What follows belongs to an exercise in optimizing a design on an open flow for a short achievable clock period and few clock cycles per item; a production flow would make more cautious choices.
The RTL was checked by simulation tests, not by an equivalence proof against the original design.
No activity file was given, so power comes from the tool's default toggle rates.

==> flow/design.v (excerpt) <==
module tile_top (
  input  logic         clk_i,
  input  logic         rst_n_i,
  input  logic [141:0] m_req_i,
  output logic [67:0]  m_rsp_o,
  output logic [70:0]  ext_req_o,
  input  logic [33:0]  ext_rsp_i
);
==> module wb_bus_arbiter, before the edit <==
module wb_bus_arbiter (
  input  logic              clk_i,
  input  logic              rst_n_i,
  input  logic [1:0]        want_i,
  input  logic [71-1:0] req0_i,
  input  logic [71-1:0] req1_i,
  input  logic [34-1:0] ext_rsp_i,
  input  logic              ext_stb_i,
  input  logic              ext_cyc_i,
  output logic              busy0_o,
  output logic [71-1:0] ext_req_o
);
  logic        busy0_q;
  logic        grant0;
  logic        busy0_d;
  logic [68:0] xreq0_q;
  logic [68:0] xreq0_d;
  logic [68:0] pass1_q;
  assign grant0  = ~busy0_q & want_i[0] & ~want_i[1];
  assign busy0_d = grant0 | (busy0_q & ~(ext_rsp_i[33] | ext_rsp_i[32]));
  assign xreq0_d = grant0 ? req0_i[68:0] : (busy0_d ? xreq0_q : '0);
  always_ff @(posedge clk_i or negedge rst_n_i) begin
    if (!rst_n_i) begin
      busy0_q <= 1'b0;
      xreq0_q <= '0;
      pass1_q <= '1;
    end else begin
      busy0_q <= busy0_d;
      xreq0_q <= xreq0_d;
      pass1_q <= ~{69{busy0_d}} | xreq0_d;
    end
  end
  assign busy0_o   = busy0_q;
  logic [68:0] pass1_n;
  for (genvar i = 0; i < 69; i++) begin : g_out
    wb_nand2 u_pass (.a_i(req1_i[i]), .b_i(pass1_q[i]), .y_o(pass1_n[i]));
    wb_nand2 u_out  (.a_i(pass1_n[i]), .b_i(~xreq0_q[i]), .y_o(ext_req_o[i]));
  end
  assign ext_req_o[70:69] = {ext_cyc_i, ext_stb_i};
endmodule
==> module wb_mux2i, before the edit <==
module wb_mux2i (
  input  logic s_i,
  input  logic a0_i,
  input  logic a1_i,
  output logic y_o
);
  assign y_o = ~(s_i ? a1_i : a0_i);
endmodule
==> module tile_top, before the edit <==
module tile_top (
  input  logic         clk_i,
  input  logic         rst_n_i,
  input  logic [141:0] m_req_i,
  output logic [67:0]  m_rsp_o,
  output logic [70:0]  ext_req_o,
  input  logic [33:0]  ext_rsp_i
);
  logic [71-1:0] req    [2];
  logic [1:0]        stb;
  logic [1:0]        reg_mem;
  logic [1:0]        reg_ext;
  logic [1:0]        reg_boot;
  logic [1:0]        bad;
  logic [1:0]        rd_d;
  logic [1:0]        rd_q;
  logic [127:0]      mem_rnone [2];
  logic [31:0]       rom_rdata [2];
  logic [1:0]        ext_own;
  logic              busy0;
  logic              wr1;
  logic              wsel1;
  logic              wr0_d;
  logic              wr0_q;
  logic              err0_q;
  logic              ext_stb;
  logic              ext_cyc;
  assign req[0] = m_req_i[71-1:0];
  assign req[1] = m_req_i[2*71-1:71];
  assign ext_own = {~busy0, busy0};
  for (genvar m = 0; m < 2; m++) begin : g_port
    logic [31:0] one_d;
    logic [31:0] zero_d;
    logic [31:0] one_n_q;
    logic [31:0] zero_n_q;
    logic [3:0]  region;
    assign stb[m]      = req[m][70] & req[m][69];
    assign region      = req[m][63:60];
    assign reg_mem[m]  = (region == 4'h0);
    assign reg_ext[m]  = (region == 4'he);
    assign reg_boot[m] = (region == 4'hf);
    assign bad[m]      = ~(reg_mem[m] | reg_ext[m] | reg_boot[m]) | (reg_boot[m] & req[m][68]);
    assign rd_d[m] = stb[m] & (reg_mem[m] | reg_boot[m]) & ~req[m][68] & ~rd_q[m];
    wb_rdfin u_rdfin (
      .none_i   (mem_rnone[m]),
      .rd_n_i   (~rd_d[m]),
      .rd_mem_i (rd_d[m] & ~req[m][60]),
      .rom_i    (rom_rdata[m] & {32{rd_d[m] & req[m][60]}}),
      .one_d_o  (one_d),
      .zero_d_o (zero_d)
    );
    always_ff @(posedge clk_i or negedge rst_n_i) begin
      if (!rst_n_i) begin
        rd_q[m] <= 1'b0;
      end else begin
        rd_q[m] <= rd_d[m];
      end
    end
    always_ff @(posedge clk_i) begin
      one_n_q  <= ~one_d;
      zero_n_q <= ~zero_d;
    end
    for (genvar i = 0; i < 32; i++) begin : g_dat
      wb_mux2i u_dat (.s_i(ext_rsp_i[i]), .a0_i(zero_n_q[i]), .a1_i(one_n_q[i]),
                      .y_o(m_rsp_o[34*m + i]));
    end
    wb_bootrom u_rom (
      .idx_i   (req[m][37:34]),
      .word_o  (rom_rdata[m])
    );
  end
  assign wsel1 = stb[1] & req[1][68];
  assign wr1   = wsel1 & reg_mem[1];
  assign wr0_d = stb[0] & reg_mem[0] & req[0][68] & ~wr0_q & ~wsel1;
  always_ff @(posedge clk_i or negedge rst_n_i) begin
    if (!rst_n_i) begin
      wr0_q  <= 1'b0;
      err0_q <= 1'b0;
    end else begin
      wr0_q  <= wr0_d;
      err0_q <= stb[0] & bad[0] & ~err0_q;
    end
  end
  assign m_rsp_o[33]         = rd_q[0] | wr0_q | (ext_own[0] & ext_rsp_i[33]);
  assign m_rsp_o[32]         = err0_q | (ext_own[0] & ext_rsp_i[32]);
  wb_bus u_dec1 (
    .cyc_i     (req[1][70]),
    .stb_i     (req[1][69]),
    .we_i      (req[1][68]),
    .region_i  (req[1][63:60]),
    .rd_q_i    (rd_q[1]),
    .own_i     (ext_own[1]),
    .ext_ack_i (ext_rsp_i[33]),
    .ext_err_i (ext_rsp_i[32]),
    .ack_o     (m_rsp_o[34+33]),
    .err_o     (m_rsp_o[34+32]),
    .ext_stb_o (ext_stb),
    .ext_cyc_o (ext_cyc)
  );
  logic [15:0] wsel0_q4;
  logic [15:0] wsel1_q4;
  for (genvar q = 0; q < 4; q++) begin : g_ben
    wb_ben u_ben0 (.sel_i(req[0][67:64]), .en_i(wr0_d), .ben_o(wsel0_q4[4*q +: 4]));
    wb_ben u_ben1 (.sel_i(req[1][67:64]), .en_i(wr1), .ben_o(wsel1_q4[4*q +: 4]));
  end
  wb_sram_sp u_ram (
    .clk_i    (clk_i),
    .wsel0_i  (wsel0_q4),
    .wsel1_i  (wsel1_q4),
    .widx0_i  (req[0][39:34]),
    .widx1_i  (req[1][39:34]),
    .wdat_i   (wsel1 ? req[1][31:0] : req[0][31:0]),
    .ridx0_i  (req[0][39:34]),
    .ridx1_i  (req[1][39:34]),
    .rnone0_o (mem_rnone[0]),
    .rnone1_o (mem_rnone[1])
  );
  wb_bus_arbiter u_ext (
    .clk_i       (clk_i),
    .rst_n_i     (rst_n_i),
    .want_i      (stb & reg_ext),
    .req0_i      (req[0]),
    .req1_i      (req[1]),
    .ext_rsp_i   (ext_rsp_i),
    .ext_stb_i   (ext_stb),
    .ext_cyc_i   (ext_cyc),
    .busy0_o     (busy0),
    .ext_req_o   (ext_req_o)
  );
endmodule
make LEC_CHECK=0 CAP_MARGIN=20 CORE_MARGIN=2 CORE_UTILIZATION=30 GPL_ROUTABILITY_DRIVEN=0 PLACE_DENSITY=0.5 SETUP_SLACK_MARGIN=3.1 SLEW_MARGIN=20 SYNTH_HIERARCHICAL=1 SYNTH_MEMORY_MAX_BITS=16384 finish   # period 6.0 ns
run.sh (not shown) runs the stock make flow with config.mk's settings and CLKGATE_MAP_FILE= SYNTH_SCRIPT=/design/flow/synth_recipe.tcl, a recipe that flattens the netlist after the stock synthesis.
Testbench counts at the start, summed over its fixed seeds: cycles 5,741, items 4,800.
Rerun with:
--- a/flow/design.v
+++ b/flow/design.v
@@ -32,11 +32,7 @@
     end
   end
   assign busy0_o   = busy0_q;
-  logic [68:0] pass1_n;
-  for (genvar i = 0; i < 69; i++) begin : g_out
-    wb_nand2 u_pass (.a_i(req1_i[i]), .b_i(pass1_q[i]), .y_o(pass1_n[i]));
-    wb_nand2 u_out  (.a_i(pass1_n[i]), .b_i(~xreq0_q[i]), .y_o(ext_req_o[i]));
-  end
+  assign ext_req_o[68:0] = (req1_i[68:0] & pass1_q) | xreq0_q;
   assign ext_req_o[70:69] = {ext_cyc_i, ext_stb_i};
 endmodule
 `timescale 1ns/1ps
@@ -61,14 +57,6 @@
 );
   assign ben_o = sel_i & {4{en_i}};
 endmodule
-module wb_mux2i (
-  input  logic s_i,
-  input  logic a0_i,
-  input  logic a1_i,
-  output logic y_o
-);
-  assign y_o = ~(s_i ? a1_i : a0_i);
-endmodule
 module wb_nand2b (
   input  logic a_n_i,
   input  logic b_i,
@@ -339,8 +327,8 @@
   for (genvar m = 0; m < 2; m++) begin : g_port
     logic [31:0] one_d;
     logic [31:0] zero_d;
-    logic [31:0] one_n_q;
-    logic [31:0] zero_n_q;
+    logic [31:0] one_q;
+    logic [31:0] zero_q;
     logic [3:0]  region;
     assign stb[m]      = req[m][70] & req[m][69];
     assign region      = req[m][63:60];
@@ -365,12 +353,11 @@
       end
     end
     always_ff @(posedge clk_i) begin
-      one_n_q  <= ~one_d;
-      zero_n_q <= ~zero_d;
+      one_q  <= one_d;
+      zero_q <= zero_d;
     end
     for (genvar i = 0; i < 32; i++) begin : g_dat
-      wb_mux2i u_dat (.s_i(ext_rsp_i[i]), .a0_i(zero_n_q[i]), .a1_i(one_n_q[i]),
-                      .y_o(m_rsp_o[34*m + i]));
+      assign m_rsp_o[34*m + i] = zero_q[i] | (ext_rsp_i[i] & one_q[i]);
     end
     wb_bootrom u_rom (
       .idx_i   (req[m][37:34]),
- The new run completed with no timing, DRC or antenna violations
- synthesized area falls by 0.73%
- via count goes down by 1.1%
- combinational power shrinks by about 2%
- clock skew fell by 0.050 ns
- global-route usage went down by 0.31 points
- cell area came out lower by 0.96%
- total power rises by 3.7%
- routed wire length goes down by 1.3%
- worst setup slack improves by 0.16 ns
- clock-buffer cell count went up by 31
Testbench counts after the change, summed over its fixed seeds: cycles 5,741, items 4,800.

Another version of the RTL of tile_top (not shown whole).
Size in the first run: ~7,100 cells after synthesis, roughly 2,300 flip-flops, ~320 I/O pins, roughly 100,000 sq um of cells after synthesis.
Settings: LEC_CHECK=0, CAP_MARGIN=20, CORE_MARGIN=2, CORE_UTILIZATION=30, PLACE_DENSITY=0.4, SETUP_SLACK_MARGIN=3.1, SLEW_MARGIN=20, SYNTH_HIERARCHICAL=1, SYNTH_MEMORY_MAX_BITS=16384; clock period 6.0 ns.
The first run went through all stages and came out clean.
Testbench counts at the start, summed over its fixed seeds: cycles 5,741, items 4,800.
Next try:
--- a/flow/design.v
+++ b/flow/design.v
@@ -163,29 +163,16 @@
   input  logic [31:0] a_i,
   input  logic [31:0] b_i,
   output logic [31:0] y_o
 );
   assign y_o = ~(a_i | b_i);
 endmodule
-module wb_rdfin (
-  input  logic [127:0] none_i,
-  input  logic         rd_n_i,
-  input  logic         rd_mem_i,
-  input  logic [31:0]  rom_i,
-  output logic [31:0]  one_d_o,
-  output logic [31:0]  zero_d_o
-);
-  logic [31:0] memv;
-  assign memv     = ~(none_i[31:0] & none_i[63:32] & none_i[95:64] & none_i[127:96]);
-  assign zero_d_o = rom_i | (memv & {32{rd_mem_i}});
-  assign one_d_o  = {32{rd_n_i}} | zero_d_o;
-endmodule
 module wb_rdport (
   input  logic [2047:0] mem_i,
   input  logic [63:0]   hit_i,
-  output logic [127:0]  none_o
+  output logic [31:0]   rdat_o
 );
   logic [31:0] l1 [32];   
   logic [31:0] l2 [8];    
   logic [31:0] l3 [4];    
   for (genvar k = 0; k < 32; k++) begin : g_l1
     wb_aoi22w u_aoi (
@@ -200,25 +187,25 @@
     wb_nand4w u_nand (.a_i(l1[4*j]), .b_i(l1[4*j+1]), .c_i(l1[4*j+2]), .d_i(l1[4*j+3]),
                       .y_o(l2[j]));
   end
   for (genvar i = 0; i < 4; i++) begin : g_l3
     wb_nor2w u_nor (.a_i(l2[2*i]), .b_i(l2[2*i+1]), .y_o(l3[i]));
   end
-  assign none_o = {l3[3], l3[2], l3[1], l3[0]};
+  wb_nand4w u_out (.a_i(l3[0]), .b_i(l3[1]), .c_i(l3[2]), .d_i(l3[3]), .y_o(rdat_o));
 endmodule
 module wb_sram_sp (
   input  logic        clk_i,
   input  logic [3:0]  wsel0_i,
   input  logic [3:0]  wsel1_i,
   input  logic [5:0]  widx0_i,
   input  logic [5:0]  widx1_i,
   input  logic [31:0] wdat_i,
   input  logic [5:0]  ridx0_i,
   input  logic [5:0]  ridx1_i,
-  output logic [127:0] rnone0_o,
-  output logic [127:0] rnone1_o
+  output logic [31:0] rdat0_o,
+  output logic [31:0] rdat1_o
 );
   logic [2047:0] mem;
   logic [63:0]   whit0;
   logic [63:0]   whit1;
   logic [63:0]   rhit0;
   logic [63:0]   rhit1;
@@ -234,14 +221,14 @@
           word_q[8*b +: 8] <= wdat_i[8*b +: 8];
         end
       end
     end
     assign mem[32*w +: 32] = word_q;
   end
-  wb_rdport u_rd0 (.mem_i(mem), .hit_i(rhit0), .none_o(rnone0_o));
-  wb_rdport u_rd1 (.mem_i(mem), .hit_i(rhit1), .none_o(rnone1_o));
+  wb_rdport u_rd0 (.mem_i(mem), .hit_i(rhit0), .rdat_o(rdat0_o));
+  wb_rdport u_rd1 (.mem_i(mem), .hit_i(rhit1), .rdat_o(rdat1_o));
 endmodule
 `timescale 1ns/1ps
 module wb_bootrom (
   input  logic [3:0]  idx_i,
   output logic [31:0] word_o
 );
@@ -280,13 +267,13 @@
   logic [1:0]        reg_mem;
   logic [1:0]        reg_ext;
   logic [1:0]        reg_boot;
   logic [1:0]        bad;
   logic [1:0]        rd_d;
   logic [1:0]        rd_q;
-  logic [127:0]      mem_rnone [2];
+  logic [31:0]       mem_rdata [2];
   logic [31:0]       rom_rdata [2];
   logic [1:0]        ext_own;
   logic              busy0;
   logic              wr1;
   logic              wsel1;
   logic              wr0_d;
@@ -294,42 +281,34 @@
   logic              err0_q;
   logic              ext_stb;
   assign req[0] = m_req_i[71-1:0];
   assign req[1] = m_req_i[2*71-1:71];
   assign ext_own = {~busy0, busy0};
   for (genvar m = 0; m < 2; m++) begin : g_port
-    logic [31:0] one_d;
-    logic [31:0] zero_d;
+    logic [31:0] rdat;
     logic [31:0] one_q;
     logic [31:0] zero_q;
     logic [3:0]  region;
     assign stb[m]      = req[m][70] & req[m][69];
     assign region      = req[m][63:60];
     assign reg_mem[m]  = (region == 4'h0);
     assign reg_ext[m]  = (region == 4'he);
     assign reg_boot[m] = (region == 4'hf);
     assign bad[m]      = ~(reg_mem[m] | reg_ext[m] | reg_boot[m]) | (reg_boot[m] & req[m][68]);
     assign rd_d[m] = stb[m] & (reg_mem[m] | reg_boot[m]) & ~req[m][68] & ~rd_q[m];
-    wb_rdfin u_rdfin (
-      .none_i   (mem_rnone[m]),
-      .rd_n_i   (~rd_d[m]),
-      .rd_mem_i (rd_d[m] & ~req[m][60]),
-      .rom_i    (rom_rdata[m] & {32{rd_d[m] & req[m][60]}}),
-      .one_d_o  (one_d),
-      .zero_d_o (zero_d)
-    );
+    assign rdat    = req[m][60] ? rom_rdata[m] : mem_rdata[m];
     always_ff @(posedge clk_i or negedge rst_n_i) begin
       if (!rst_n_i) begin
         rd_q[m] <= 1'b0;
       end else begin
         rd_q[m] <= rd_d[m];
       end
     end
     always_ff @(posedge clk_i) begin
-      one_q  <= one_d;
-      zero_q <= zero_d;
+      one_q  <= rd_d[m] ? rdat : '1;
+      zero_q <= rd_d[m] ? rdat : '0;
     end
     for (genvar i = 0; i < 32; i++) begin : g_dat
       assign m_rsp_o[34*m + i] = ext_rsp_i[i] ? one_q[i] : zero_q[i];
     end
     wb_bootrom u_rom (
       .idx_i   (req[m][37:34]),
@@ -369,14 +348,14 @@
     .wsel1_i  (req[1][67:64] & {4{wr1}}),
     .widx0_i  (req[0][39:34]),
     .widx1_i  (req[1][39:34]),
     .wdat_i   (wsel1 ? req[1][31:0] : req[0][31:0]),
     .ridx0_i  (req[0][39:34]),
     .ridx1_i  (req[1][39:34]),
-    .rnone0_o (mem_rnone[0]),
-    .rnone1_o (mem_rnone[1])
+    .rdat0_o  (mem_rdata[0]),
+    .rdat1_o  (mem_rdata[1])
   );
   wb_bus_arbiter u_ext (
     .clk_i       (clk_i),
     .rst_n_i     (rst_n_i),
     .want_i      (stb & reg_ext),
     .req0_i      (req[0]),
What happened: Non-clock buffer count came out higher by 237; routed wire length came out higher by a few percent; core utilization came out higher by 1.4 points; fmax came out lower by a few percent; design area came out higher by a few percent; clock power came out lower by a few percent; sequential power is about the same; hold slack degrades by 0.0083 ns; final cell count came out higher slightly; register-to-register slack improves by 0.14 ns; die area hardly moves; clock skew stays flat; critical path depth came out higher by 11.
Testbench counts after the change, summed over its fixed seeds: cycles 5,741, items 4,800.

==> static timing again, ports no longer ideal <==
No port has a modelled driver above. Below, the same layouts with a new extraction and two added sets of constraints.
Step 1 sets driving cells, clkbuf_16 on the clock port and buf_2 on the other inputs (assumed; they add their load-dependent delay and slew).
Step 2 also shifts input and output timing later by t, the mid clock arrival at the registers, as if the neighbouring blocks saw the same clock.
a / b / c = ideal ports / drivers / drivers and shift; a / b = the first two.
run | shift t [ns] | setup slack, ns | worst setup path at the end | worst slew at a driven data input, ns | pins driven straight from the clock port
the first run of note 1 | 1.048 | 2.701 / 2.602 / 1.841 | input to register | 0.35 | 1
the second run of note 1 | 1.008 | 2.861 / 2.764 / 1.820 | input to register | 0.42 | 1
the first run of note 2 | 1.016 | 2.901 / 2.791 / 1.797 | input to register | 0.32 | 1
the second run of note 2 | 1.024 | 2.739 / 2.754 / 1.730 | input to register | 0.29 | 1
After both steps every run listed still meets setup and hold. For the first run of note 2, which loses most, drivers alone change the setup slack by -0.110 ns; drivers and shift together by -1.104 ns.
